From an optimization exercise on the open Yosys and OpenROAD flow, aimed at small area; shortcuts taken in it are not production practice.
Only simulation tests tie the RTL to the original design; equivalence was not proved.
Power and IR drop assume default switching activity.

==> branch nickel <==
==> flow/design.v <==
package cov_mon_pkg;
  localparam int Q_W = 23;                      
  localparam int R_W = 10;
  localparam logic [Q_W-1:0] Q_SAT = 23'd4294967;
  localparam logic [R_W-1:0] R_SAT = 10'd295;
  localparam logic [R_W-1:0] R_TOP = 10'd999;
  localparam logic [15:0] WDOG_LIMIT = 16'd50000;
endpackage
module cov_stall_channel (
  input  logic        clock,
  input  logic        reset,
  input  logic        en,
  input  logic        clr,
  input  logic        step_q,      
  input  logic        snz_q,       
  input  logic [29:0] cov_i,
  input  logic        mask_i,
  output logic        stall_i,
  output logic        zero_o,      
  output logic [22:0] q_o,         
  output logic [9:0]  r_o
);
  logic [29:0] snap_q;
  logic [22:0] pq_q, cq;
  logic [9:0]  pr_q, cr;
  logic        zero_q;
  logic        chg, sat, wrap, inc;
  assign sat  = ((pq_q & cov_mon_pkg::Q_SAT) == cov_mon_pkg::Q_SAT) &&
                ((pr_q & cov_mon_pkg::R_SAT) == cov_mon_pkg::R_SAT);
  assign wrap = (pr_q & cov_mon_pkg::R_TOP) == cov_mon_pkg::R_TOP;
  assign inc  = step_q & ~sat;
  always_comb begin
    cq = pq_q;
    cr = pr_q;
    if (zero_q) begin
      cq = '0;
      cr = '0;
    end else if (inc) begin
      if (wrap) begin
        cr = '0;
        cq = pq_q + 1'b1;
      end else begin
        cr = pr_q + 1'b1;
      end
    end
  end
  assign chg = snz_q ? (|cov_i) : (cov_i != snap_q);
  always_ff @(posedge clock) begin
    if (clr | en) snap_q <= cov_i;
  end
  always_ff @(posedge clock) begin
    if (!reset) begin
      pq_q   <= '0;
      pr_q   <= '0;
      zero_q <= 1'b1;
    end else begin
      pq_q   <= cq;
      pr_q   <= cr;
      zero_q <= clr | (en & chg);
    end
  end
  logic gt;
  always_comb begin
    gt = inc & wrap;
    for (int i = 0; i < 11; i++)
      gt = (pq_q[i] & ~cov_i[19+i]) | (~(pq_q[i] ^ cov_i[19+i]) & gt);
  end
  assign stall_i = mask_i & ~zero_q & ((|pq_q[22:11]) | gt);
  assign zero_o  = zero_q;
  assign q_o     = pq_q;
  assign r_o     = pr_q;
endmodule
module cov_stall_monitor (
  input  logic         clock,
  input  logic         reset,
  input  logic         en,
  input  logic [119:0] cov,
  input  logic [3:0]   ch_mask,
  input  logic         done,
  input  logic         irq_ack,
  output logic         irq,
  output logic [4:0]   irq_cause,
  output logic [31:0]  stall_cnt_max
);
  logic        fired_q, drain_q;
  logic [4:0]  cause_q;
  logic [15:0] wdog_q;
  logic        step_q;
  logic        snz_q;    
  logic [5:0]  ge_q;
  logic [3:0]  top_q;
  logic [3:0]  stall, zero;
  logic [22:0] q [4];
  logic [9:0]  r [4];
  logic        ack_ok, clr, wd_hit, idle, hold_end;
  assign idle   = ~fired_q & ~drain_q;
  assign ack_ok = en & fired_q & irq_ack;
  assign clr    = done | ack_ok;
  assign wd_hit = (wdog_q & cov_mon_pkg::WDOG_LIMIT) == cov_mon_pkg::WDOG_LIMIT;
  assign hold_end = &wdog_q[3:0];
  for (genvar i = 0; i < 4; i++) begin : g_ch
    cov_stall_channel u_ch (
      .clock   (clock),
      .reset   (reset),
      .en      (en),
      .clr     (clr),
      .step_q  (step_q),
      .snz_q   (snz_q),
      .cov_i   (cov[i*30 +: 30]),
      .mask_i  (ch_mask[i]),
      .stall_i (stall[i]),
      .zero_o  (zero[i]),
      .q_o     (q[i]),
      .r_o     (r[i])
    );
  end
  logic [3:0] top, top_d;
  assign top = top_q;
  logic [22:0] q_m;
  logic [9:0]  r_m;
  always_comb begin
    q_m = '0;
    r_m = '0;
    for (int i = 0; i < 4; i++) begin
      q_m = q_m | ({23{top[i]}} & q[i]);
      r_m = r_m | ({10{top[i]}} & r[i]);
    end
  end
  logic [28:0] hi;
  assign hi = 29'({q_m, r_m[9:3]}) - 29'({q_m, 1'b0}) - 29'(q_m);
  logic [5:0] ge_d;
  assign ge_d[0] = zero[1] | (~zero[0] & ge_q[0]);
  assign ge_d[1] = zero[2] | (~zero[0] & ge_q[1]);
  assign ge_d[2] = zero[3] | (~zero[0] & ge_q[2]);
  assign ge_d[3] = zero[2] | (~zero[1] & ge_q[3]);
  assign ge_d[4] = zero[3] | (~zero[1] & ge_q[4]);
  assign ge_d[5] = zero[3] | (~zero[2] & ge_q[5]);
  assign top_d[0] =  ge_d[0] &  ge_d[1] &  ge_d[2];
  assign top_d[1] = ~ge_d[0] &  ge_d[3] &  ge_d[4];
  assign top_d[2] = ~ge_d[1] & ~ge_d[3] &  ge_d[5];
  assign top_d[3] = ~ge_d[2] & ~ge_d[4] & ~ge_d[5];
  always_ff @(posedge clock) begin
    if (!reset) begin
      fired_q <= 1'b0;
      drain_q <= 1'b0;
      cause_q <= '0;
      wdog_q  <= '0;
      step_q  <= 1'b0;
      snz_q   <= 1'b1;
      ge_q    <= '1;
      top_q   <= 4'b0001;
    end else begin
      step_q <= en;
      if (clr | en) snz_q <= 1'b0;
      ge_q   <= ge_d;
      top_q  <= top_d;
      if (clr) wdog_q <= '0;
      else if (en) begin
        if (drain_q) wdog_q <= hold_end ? 16'd0 : wdog_q + 1'b1;
        else if (!wd_hit) wdog_q <= wdog_q + 1'b1;
      end
      if (done) begin
        fired_q <= 1'b0;
        drain_q <= 1'b0;
        cause_q <= '0;
      end else if (en) begin
        if (idle) begin
          if ((|stall) || wd_hit) begin
            fired_q <= 1'b1;
            cause_q <= {wd_hit, stall};
          end
        end else if (fired_q) begin
          if (irq_ack) begin
            fired_q <= 1'b0;
            drain_q <= 1'b1;
          end
        end else begin
          if (hold_end) drain_q <= 1'b0;
        end
      end
    end
  end
  assign irq           = fired_q;
  assign irq_cause     = cause_q;
  assign stall_cnt_max = {hi, r_m[2:0]};
endmodule
==> flow/flow/run.sh <==
#!/bin/bash
# Standard layout (the standard.sh) with these changes:
#  - synthesis maps the logic with an area-oriented ABC script (flow/area.abc) in place of
#    ORFS's speed script; everything else in the synthesis (registers included) is unchanged;
#  - no full/half-adder cell extraction before ABC (ABC maps the arithmetic);
#  - the port buffers are the smallest buffer cell;
#  - clock tree: small clock buffers in small clusters, no dummy loads.
# ORFS writes each step's full log under orfs/logs/; make's own output goes to standard_own.log.
set -euo pipefail
W=$PWD
cp config.mk config_own.mk
cat >> config_own.mk <<'EOC'
export ADDER_MAP_FILE =
export BUFFER_PORTS_ARGS = -buffer_cell sky130_fd_sc_hd__buf_1
export CTS_ARGS = -sink_clustering_enable -repair_clock_nets -dont_use_dummy_load -buf_list sky130_fd_sc_hd__clkbuf_8 -sink_clustering_size 20 -sink_clustering_max_diameter 60
EOC
{
  echo 'proc abc {args} {'
  echo '  set i [lsearch $args -script]'
  echo "  if {\$i >= 0} { set args [lreplace \$args \$i [expr {\$i + 1}] -script $W/flow/area.abc] }"
  echo '  yosys abc {*}$args'
  echo '}'
  cat synth_recipe.tcl
} > synth_own.tcl
sed -e "s#DESIGN_CONFIG=[^ ]*#DESIGN_CONFIG=$W/config_own.mk#" \
    -e "s#SYNTH_SCRIPT=[^ ]*#SYNTH_SCRIPT=$W/synth_own.tcl#" standard.sh > standard_own.sh
grep -q "config_own.mk" standard_own.sh
grep -q "synth_own.tcl" standard_own.sh
bash standard_own.sh > standard_own.log 2>&1
==> flow/flow/area.abc <==
strash
&get -n
&fraig -x
&put
scorr
dc2
strash
&get -n
&dch -f
&nf -R 1000
&put
strash
&get -n
&dch -f
&nf -R 1000
&put
==> flow/standard.sh <==
#!/bin/bash
# synth_recipe.tcl (not shown) runs the flow's synth.tcl, then flattens the netlist and writes it again
# the make line also repeats each setting of config.mk as NAME=value (left out here)
make -C /OpenROAD-flow-scripts/flow DESIGN_CONFIG=/design/flow/config.mk WORK_HOME=/design/flow/orfs CLKGATE_MAP_FILE= SYNTH_SCRIPT=/design/flow/synth_recipe.tcl "${@:-finish}"
==> flow/config.mk <==
export PLATFORM = sky130hd
export DESIGN_NAME = cov_stall_monitor
export DESIGN_NICKNAME = cov_stall_monitor
export VERILOG_FILES = /design/flow/design.v
export SDC_FILE = /design/flow/constraint.sdc
export NUM_CORES = 4
export LEC_CHECK = 0
export CAP_MARGIN = 20
export CORE_MARGIN = 2
export CORE_UTILIZATION = 40
export SLEW_MARGIN = 20
==> flow/constraint.sdc <==
create_clock -name core_clock -period 8.5 [get_ports {clock}]
set_input_delay 1.7000 -clock core_clock [delete_from_list [all_inputs] [get_ports {clock}]]
set_output_delay 1.7000 -clock core_clock [all_outputs]
set_load 0.01 [all_outputs]
==> branch zinc: changes against branch nickel <==
--- a/flow/flow/run.sh
+++ b/flow/flow/run.sh
@@ -14,3 +14,3 @@
 export BUFFER_PORTS_ARGS = -buffer_cell sky130_fd_sc_hd__buf_1
-export CTS_ARGS = -sink_clustering_enable -repair_clock_nets -dont_use_dummy_load -buf_list sky130_fd_sc_hd__clkbuf_8 -sink_clustering_size 20 -sink_clustering_max_diameter 60
+export CTS_ARGS = -sink_clustering_enable -repair_clock_nets -dont_use_dummy_load -buf_list sky130_fd_sc_hd__clkbuf_16 -sink_clustering_size 30 -sink_clustering_max_diameter 90
 EOC
==> flow/flow/area.abc (replaced) <==
strash
&get -n
&fraig -x
&put
scorr
dc2
strash
&get -n
&dch
&nf -R 1000
&put
- CORE_UTILIZATION: 40 -> 60
- PLACE_DENSITY: unset -> 0.75
==> comparison table <==
| metric | branch nickel | branch zinc |
|---|---|---|
| Wire length of the first global-routing pass | 63.8 mm | 59.6 mm |
| Setup slack at placement | -0.0860 ns | -0.116 ns |
| Number of unique standard cell types used by synthesis | 48 | 53 |
| Net count of the finished layout | 1879 | 1840 |
| Clock root cell | sky130_fd_sc_hd__clkbuf_8 | sky130_fd_sc_hd__clkbuf_16 |
| Clock network fraction of total power | 29.9% | 29.3% |
| Register clock-pin slew on the reported worst setup and hold paths | 0.10 ns | 0.11 ns |
| Worst Reg-to-Reg Cells | 31 | 23 |
| Capture instance of the worst register-to-register path | cause_q[0]$_SDFFE_PP0P_ | cause_q[3]$_SDFFE_PP0P_ |
| Run status | finished clean | finished clean |
| Util after Layout | 46.9% | 67.8% |
| Synthesized net count | 1629 | 1634 |
| Relative max-transition margin | 26.4% | 27.3% |
| Detailed route wirelength on metal3 | 2.83 mm | 3.17 mm |
| Worst clock skew | 0.0940 ns | 0.0480 ns |
| Clock buffers created by TritonCTS | 27 | 14 |
| Clock group | 735 uW | 713 uW |
| Die Footprint | 36900 um2 | 24900 um2 |
| Post-CTS Setup Repair Bufs | 7 | 2 |
| DIE HEIGHT | 192 um | 158 um |
| Power of the combinational group | 178 uW | 175 uW |
| Multi-input combinational cell area | 6870 um2 | 6810 um2 |
| FMAX | 120 MHz | 123 MHz |
| Sequential area share after synthesis | 49.7% | 49.6% |
| Number of fill cells | 3410 | 1975 |
| Worst hold start | wdog_q[15]$_SDFFE_PP0P_ | ge_q[2]$_SDFF_PN1_ |

-- what the ideal ports hide --
The flow's constraints put no driver on any port. The routed layouts listed below were extracted and timed again, unchanged, in two steps. Step 1 (the two cells are an assumption about what drives the block):
set clk [get_ports {clock}]
set_driving_cell -lib_cell sky130_fd_sc_hd__clkbuf_16 $clk
set_driving_cell -lib_cell sky130_fd_sc_hd__buf_2 [delete_from_list [all_inputs] $clk]
Step 2, shift: input delay + t, output delay - t, t = (earliest + latest rising clock arrival at the registers) / 2. This alone moves slack from input paths to output paths. Slacks: ideal ports / drivers / drivers and shift; pairs: ideal ports / drivers.
run	t, ns	setup slack, ns	worst setup path after step 2
branch nickel	0.626	0.147 / 0.099 / 0.725	register to output
branch zinc	0.525	0.401 / 0.352 / 0.877	register to output
After both steps every run listed still meets setup and hold.
